Background: an optimization exercise with open tools, aiming at small area. Do not read the settings as production practice. Where RTL was checked, it was by simulation tests only, not by an equivalence proof against the original. Power and IR drop assume default switching activity.

==> inputs of 10-18 <==
// dmem_responder
module dmem_responder (
   input  logic        clk,
   input  logic        rst,
   input  logic [15:0] mem_access_addr,
   input  logic [15:0] mem_write_data,
   input  logic        mem_write_en,
   input  logic        mem_read_en,
   output logic [15:0] mem_read_data,
   output logic        init_busy,
   output logic        wbuf_full,
   output logic [2:0]  wbuf_count,
   output logic        wbuf_overflow
);
clock: 10.0 ns
lec_check: 0
cap_margin: 20
core_margin: 2
core_utilization: 50
slew_margin: 20
synth_hierarchical: 1
run.sh (not shown) runs the stock make flow with config.mk's settings and CLKGATE_MAP_FILE= SYNTH_SCRIPT=/design/flow/synth_recipe.tcl, a recipe that flattens the netlist after the stock synthesis.
==> inputs of 03-04, as changes to 10-18 <==
==> flow/design.v (replaced) <==
module dm_dec4 (
   input  logic       en,
   input  logic [3:0] a,
   output logic [15:0] y
);
   always_comb
      for (int i = 0; i < 16; i++) y[i] = en & (a == 4'(i));
endmodule
module dm_dec4_all (
   input  logic       en,
   input  logic       all_n,
   input  logic [3:0] a,
   output logic [15:0] y
);
   always_comb
      for (int i = 0; i < 16; i++) y[i] = (en & (a == 4'(i))) | ~all_n;
endmodule
module dm_and2 (input logic a, b, output logic y);
   assign y = a & b;
endmodule
module dm_nand2 (input logic a, b, output logic y);
   assign y = ~(a & b);
endmodule
module dm_aoi222 (input logic d0, s0, d1, s1, d2, s2, output logic y_n);
   assign y_n = ~((d0 & s0) | (d1 & s1) | (d2 & s2));
endmodule
module dm_tree86 (input logic [85:0] l1, output logic y);
   assign y = ~&l1;
endmodule
module dm_rdcol (
   input  logic [255:0] d,
   input  logic [255:0] s,
   output logic         y
);
   logic [85:0] l1;    
   for (genvar g = 0; g < 85; g++) begin : g_a3
      dm_aoi222 u (.d0(d[3*g]), .s0(s[3*g]), .d1(d[3*g+1]), .s1(s[3*g+1]),
                   .d2(d[3*g+2]), .s2(s[3*g+2]), .y_n(l1[g]));
   end
   dm_nand2 u_n2 (.a(d[255]), .b(s[255]), .y(l1[85]));
   dm_tree86 u_t (.l1(l1), .y(y));
endmodule
module dmem_responder (
   input  logic        clk,
   input  logic        rst,
   input  logic [15:0] mem_access_addr,
   input  logic [15:0] mem_write_data,
   input  logic        mem_write_en,
   input  logic        mem_read_en,
   output logic [15:0] mem_read_data,
   output logic        init_busy,
   output logic        wbuf_full,
   output logic [2:0]  wbuf_count,
   output logic        wbuf_overflow
);
   logic        run_q;
   logic [7:0]  clear_ptr_q;
   logic [2:0]  count_q;
   logic        overflow_q;
   logic        cleared_q;
   logic        pend_v_q;
   logic [7:0]  pend_addr_q;
   logic [15:0] pend_data_q;
   logic [15:0] mem_q [256];
   logic [7:0]  addr;
   logic        is_read, full, drain, enq, drop;
   assign addr    = mem_access_addr[7:0];
   assign is_read = mem_read_en & ~mem_write_en;
   assign full    = count_q[2];
   assign drain   = run_q && (count_q != 3'd0) && !is_read;
   assign enq     = mem_write_en && (!full || drain);
   assign drop    = mem_write_en && full && !drain;
   always_ff @(posedge clk or negedge rst) begin
      if (!rst) begin
         run_q       <= 1'b0;
         clear_ptr_q <= '0;
         count_q     <= '0;
         overflow_q  <= 1'b0;
         cleared_q   <= 1'b0;
         pend_v_q    <= 1'b0;
      end else begin
         if (!run_q) begin
            clear_ptr_q <= clear_ptr_q + 1'b1;
            if (clear_ptr_q == 8'hFF) run_q <= 1'b1;
         end
         if (enq && !drain) count_q <= count_q + 1'b1;
         else if (!enq && drain) count_q <= count_q - 1'b1;
         if (drop) overflow_q <= 1'b1;
         cleared_q <= 1'b1;
         pend_v_q  <= enq;
      end
   end
   always_ff @(posedge clk) begin
      pend_addr_q <= addr;
      pend_data_q <= mem_write_data;
   end
   logic [15:0]  wlo, whi;
   logic [255:0] wsel;
   logic [15:0]  wdata;
   dm_dec4_all u_wdec_lo (.en(1'b1),     .all_n(cleared_q), .a(pend_addr_q[3:0]), .y(wlo));
   dm_dec4_all u_wdec_hi (.en(pend_v_q), .all_n(cleared_q), .a(pend_addr_q[7:4]), .y(whi));
   for (genvar r = 0; r < 256; r++) begin : g_wsel
      dm_and2 u (.a(wlo[r % 16]), .b(whi[r / 16]), .y(wsel[r]));
   end
   assign wdata = pend_data_q & {16{cleared_q}};
   always_ff @(posedge clk) begin
      for (int r = 0; r < 256; r++)
         if (wsel[r]) mem_q[r] <= wdata;
   end
   logic [15:0]  rlo, rhi;
   logic [255:0] rsel;
   logic [15:0]  arr_rd;
   dm_dec4 u_rdec_lo (.en(1'b1),      .a(addr[3:0]), .y(rlo));
   dm_dec4 u_rdec_hi (.en(cleared_q), .a(addr[7:4]), .y(rhi));
   for (genvar r = 0; r < 256; r++) begin : g_rsel
      dm_and2 u (.a(rlo[r % 16]), .b(rhi[r / 16]), .y(rsel[r]));
   end
   for (genvar b = 0; b < 16; b++) begin : g_rcol
      logic [255:0] col;
      for (genvar r = 0; r < 256; r++) begin : g_c
         assign col[r] = mem_q[r][b];
      end
      dm_rdcol u (.d(col), .s(rsel), .y(arr_rd[b]));
   end
   assign mem_read_data = (pend_v_q && pend_addr_q == addr) ? pend_data_q : arr_rd;
   assign init_busy     = !run_q;
   assign wbuf_full     = full;
   assign wbuf_count    = count_q;
   assign wbuf_overflow = overflow_q;
endmodule
- CORE_UTILIZATION: 50 -> 40
- CTS_BUF_LIST: default -> sky130_fd_sc_hd__clkbuf_8
- CTS_CLUSTER_DIAMETER: default -> 50
- CTS_CLUSTER_SIZE: default -> 16
==> inputs of 04-15, as changes to 10-18 <==
==> flow/design.v (replaced) <==
module dm_dec4 (
   input  logic       en,
   input  logic [3:0] a,
   output logic [15:0] y
);
   always_comb
      for (int i = 0; i < 16; i++) y[i] = en & (a == 4'(i));
endmodule
module dm_dec4_all (
   input  logic       en,
   input  logic       all_n,
   input  logic [3:0] a,
   output logic [15:0] y
);
   always_comb
      for (int i = 0; i < 16; i++) y[i] = (en & (a == 4'(i))) | ~all_n;
endmodule
module dm_and2 (input logic a, b, output logic y);
   assign y = a & b;
endmodule
module dm_nand2 (input logic a, b, output logic y);
   assign y = ~(a & b);
endmodule
module dm_aoi222 (input logic d0, s0, d1, s1, d2, s2, output logic y_n);
   assign y_n = ~((d0 & s0) | (d1 & s1) | (d2 & s2));
endmodule
module dm_tree86 (input logic [85:0] l1, output logic y);
   assign y = ~&l1;
endmodule
module dm_rdcol (
   input  logic [255:0] d,
   input  logic [255:0] s,
   output logic         y
);
   logic [85:0] l1;    
   for (genvar g = 0; g < 85; g++) begin : g_a3
      dm_aoi222 u (.d0(d[3*g]), .s0(s[3*g]), .d1(d[3*g+1]), .s1(s[3*g+1]),
                   .d2(d[3*g+2]), .s2(s[3*g+2]), .y_n(l1[g]));
   end
   dm_nand2 u_n2 (.a(d[255]), .b(s[255]), .y(l1[85]));
   dm_tree86 u_t (.l1(l1), .y(y));
endmodule
module dmem_responder (
   input  logic        clk,
   input  logic        rst,
   input  logic [15:0] mem_access_addr,
   input  logic [15:0] mem_write_data,
   input  logic        mem_write_en,
   input  logic        mem_read_en,
   output logic [15:0] mem_read_data,
   output logic        init_busy,
   output logic        wbuf_full,
   output logic [2:0]  wbuf_count,
   output logic        wbuf_overflow
);
   logic        run_q;
   logic [7:0]  clear_ptr_q;
   logic [2:0]  count_q;
   logic        overflow_q;
   logic        cleared_q;
   logic        pend_v_q;
   logic [7:0]  pend_addr_q;
   logic [15:0] pend_data_q;
   logic [15:0] mem_q [256];
   logic [7:0]  addr;
   logic        is_read, full, drain, enq, drop;
   assign addr    = mem_access_addr[7:0];
   assign is_read = mem_read_en & ~mem_write_en;
   assign full    = count_q[2];
   assign drain   = run_q && (count_q != 3'd0) && !is_read;
   assign enq     = mem_write_en && (!full || drain);
   assign drop    = mem_write_en && full && !drain;
   always_ff @(posedge clk or negedge rst) begin
      if (!rst) begin
         run_q       <= 1'b0;
         clear_ptr_q <= '0;
         count_q     <= '0;
         overflow_q  <= 1'b0;
         cleared_q   <= 1'b0;
         pend_v_q    <= 1'b0;
      end else begin
         if (!run_q) begin
            clear_ptr_q <= clear_ptr_q + 1'b1;
            if (clear_ptr_q == 8'hFF) run_q <= 1'b1;
         end
         if (enq && !drain) count_q <= count_q + 1'b1;
         else if (!enq && drain) count_q <= count_q - 1'b1;
         if (drop) overflow_q <= 1'b1;
         cleared_q <= 1'b1;
         pend_v_q  <= enq;
      end
   end
   always_ff @(posedge clk) begin
      pend_addr_q <= addr;
      pend_data_q <= mem_write_data;
   end
   logic [15:0]  wlo, whi;
   logic [255:0] wsel;
   logic [15:0]  wdata;
   dm_dec4_all u_wdec_lo (.en(1'b1),     .all_n(cleared_q), .a(pend_addr_q[3:0]), .y(wlo));
   dm_dec4_all u_wdec_hi (.en(pend_v_q), .all_n(cleared_q), .a(pend_addr_q[7:4]), .y(whi));
   for (genvar r = 0; r < 256; r++) begin : g_wsel
      dm_and2 u (.a(wlo[r % 16]), .b(whi[r / 16]), .y(wsel[r]));
   end
   assign wdata = pend_data_q & {16{cleared_q}};
   always_ff @(posedge clk) begin
      for (int r = 0; r < 256; r++)
         if (wsel[r]) mem_q[r] <= wdata;
   end
   logic [15:0]  rlo, rhi;
   logic [255:0] rsel;
   logic [15:0]  arr_rd;
   dm_dec4 u_rdec_lo (.en(1'b1),      .a(addr[3:0]), .y(rlo));
   dm_dec4 u_rdec_hi (.en(cleared_q), .a(addr[7:4]), .y(rhi));
   for (genvar r = 0; r < 256; r++) begin : g_rsel
      dm_and2 u (.a(rlo[r % 16]), .b(rhi[r / 16]), .y(rsel[r]));
   end
   for (genvar b = 0; b < 16; b++) begin : g_rcol
      logic [255:0] col;
      for (genvar r = 0; r < 256; r++) begin : g_c
         assign col[r] = mem_q[r][b];
      end
      dm_rdcol u (.d(col), .s(rsel), .y(arr_rd[b]));
   end
   assign mem_read_data = (pend_v_q && pend_addr_q == addr) ? pend_data_q : arr_rd;
   assign init_busy     = !run_q;
   assign wbuf_full     = full;
   assign wbuf_count    = count_q;
   assign wbuf_overflow = overflow_q;
endmodule
- CORE_UTILIZATION: 50 -> 30
- CTS_BUF_LIST: default -> sky130_fd_sc_hd__clkbuf_8
- CTS_CLUSTER_DIAMETER: default -> 50
- CTS_CLUSTER_SIZE: default -> 16
- PLACE_DENSITY: default -> 0.45
==> Implementation_results.wiki <==
{| class="wikitable"
! Metric !! Value
|-
| CTS root buf || clkbuf_8
|-
| Combinational cell fraction of total power || 3.7%
|-
| Max Fanout on Critical Path || 16
|-
| Number of detailed-routing iterations run before antenna repair || 17
|-
| Global-route wire length before repair || 575 mm
|-
| Latest clock arrival within the worst-skew pair || 1.14 ns
|-
| Status || finished clean
|-
| Placed cell count || 11700
|-
| Routability congestion estimate from global placement || 0.897
|-
| Leak Pwr || 51.7 nW
|-
| Simple-gate area share of the yosys netlist || 4.63%
|-
| Routed wire length || 419 mm
|}
The numbers above come from 03-04.

==> Implementation_results.wiki <==
{| class="wikitable"
! Metric !! Value
|-
| Complex-gate fraction of the synthesized area || 9.77%
|-
| Clock group power || 14.9 mW
|-
| CTS root buf || clkbuf_16
|-
| Number of detailed-routing iterations run before antenna repair || 15
|-
| Simple-gate area share of the yosys netlist || 4.14%
|-
| Max Fanout on Critical Path || 16
|-
| Status || finished clean
|-
| Placed cell count || 11100
|-
| Routed wire length || 415 mm
|-
| Combinational cell fraction of total power || 3.5%
|-
| Leak Pwr || 55.4 nW
|-
| Crit path kind || input port to output pin
|}
The numbers above come from 10-18.

==> Implementation_results.wiki <==
{| class="wikitable"
! Metric !! Value
|-
| Status || finished clean
|-
| Latest clock arrival within the worst-skew pair || 1.16 ns
|-
| Max Fanout on Critical Path || 9
|-
| Combinational cell fraction of total power || 3.8%
|-
| Leak Pwr || 53.0 nW
|-
| Routability congestion estimate from global placement || 0.827
|-
| Number of detailed-routing iterations run before antenna repair || 14
|-
| Global-route wire length before repair || 627 mm
|-
| Routed wire length || 461 mm
|-
| CTS root buf || clkbuf_8
|-
| Simple-gate area share of the yosys netlist || 4.63%
|}
The numbers above come from 04-15.

Function not checked in 10-18: the RTL went through the layout flow alone.

==> static timing again, ports no longer ideal <==
The results above use ideal ports. As a check the final layouts listed here were re-extracted and re-timed, cells and wires unchanged. Step 1 (the two cells are an assumption about what drives the block):
set clk [get_ports {clk}]
set_driving_cell -lib_cell sky130_fd_sc_hd__clkbuf_16 $clk
set_driving_cell -lib_cell sky130_fd_sc_hd__buf_2 [delete_from_list [all_inputs] $clk]
Step 2 adds t to the input delays and takes it off the output delays; t is the mean of the earliest and latest rising clock arrival at the registers after step 1. Input paths then give back, and output paths get back, about the clock's delay inside the block. Three values: no drivers, after step 1, after step 2; two values: the first two.
| run | shift t [ns] | setup WS [ns] | worst setup path at the end | clock arrival spread, ns | worst slew at a driven data input, ns |
|---|---|---|---|---|---|
| 10-18 | 1.052 | 0.144 / -0.073 / -0.073 | input to output | 0.079 / 0.078 | 0.21 |
| 03-04 | 1.195 | 0.200 / 0.117 / 0.117 | input to output | 0.097 / 0.097 | 0.16 |
| 04-15 | 1.248 | 0.227 / 0.198 / 0.198 | input to output | 0.082 / 0.082 | 0.25 |
With both steps, setup timing fails in 10-18, where it was met with ideal ports. For 10-18, which loses most, drivers alone change the setup slack by -0.217 ns; drivers and shift together by -0.217 ns.
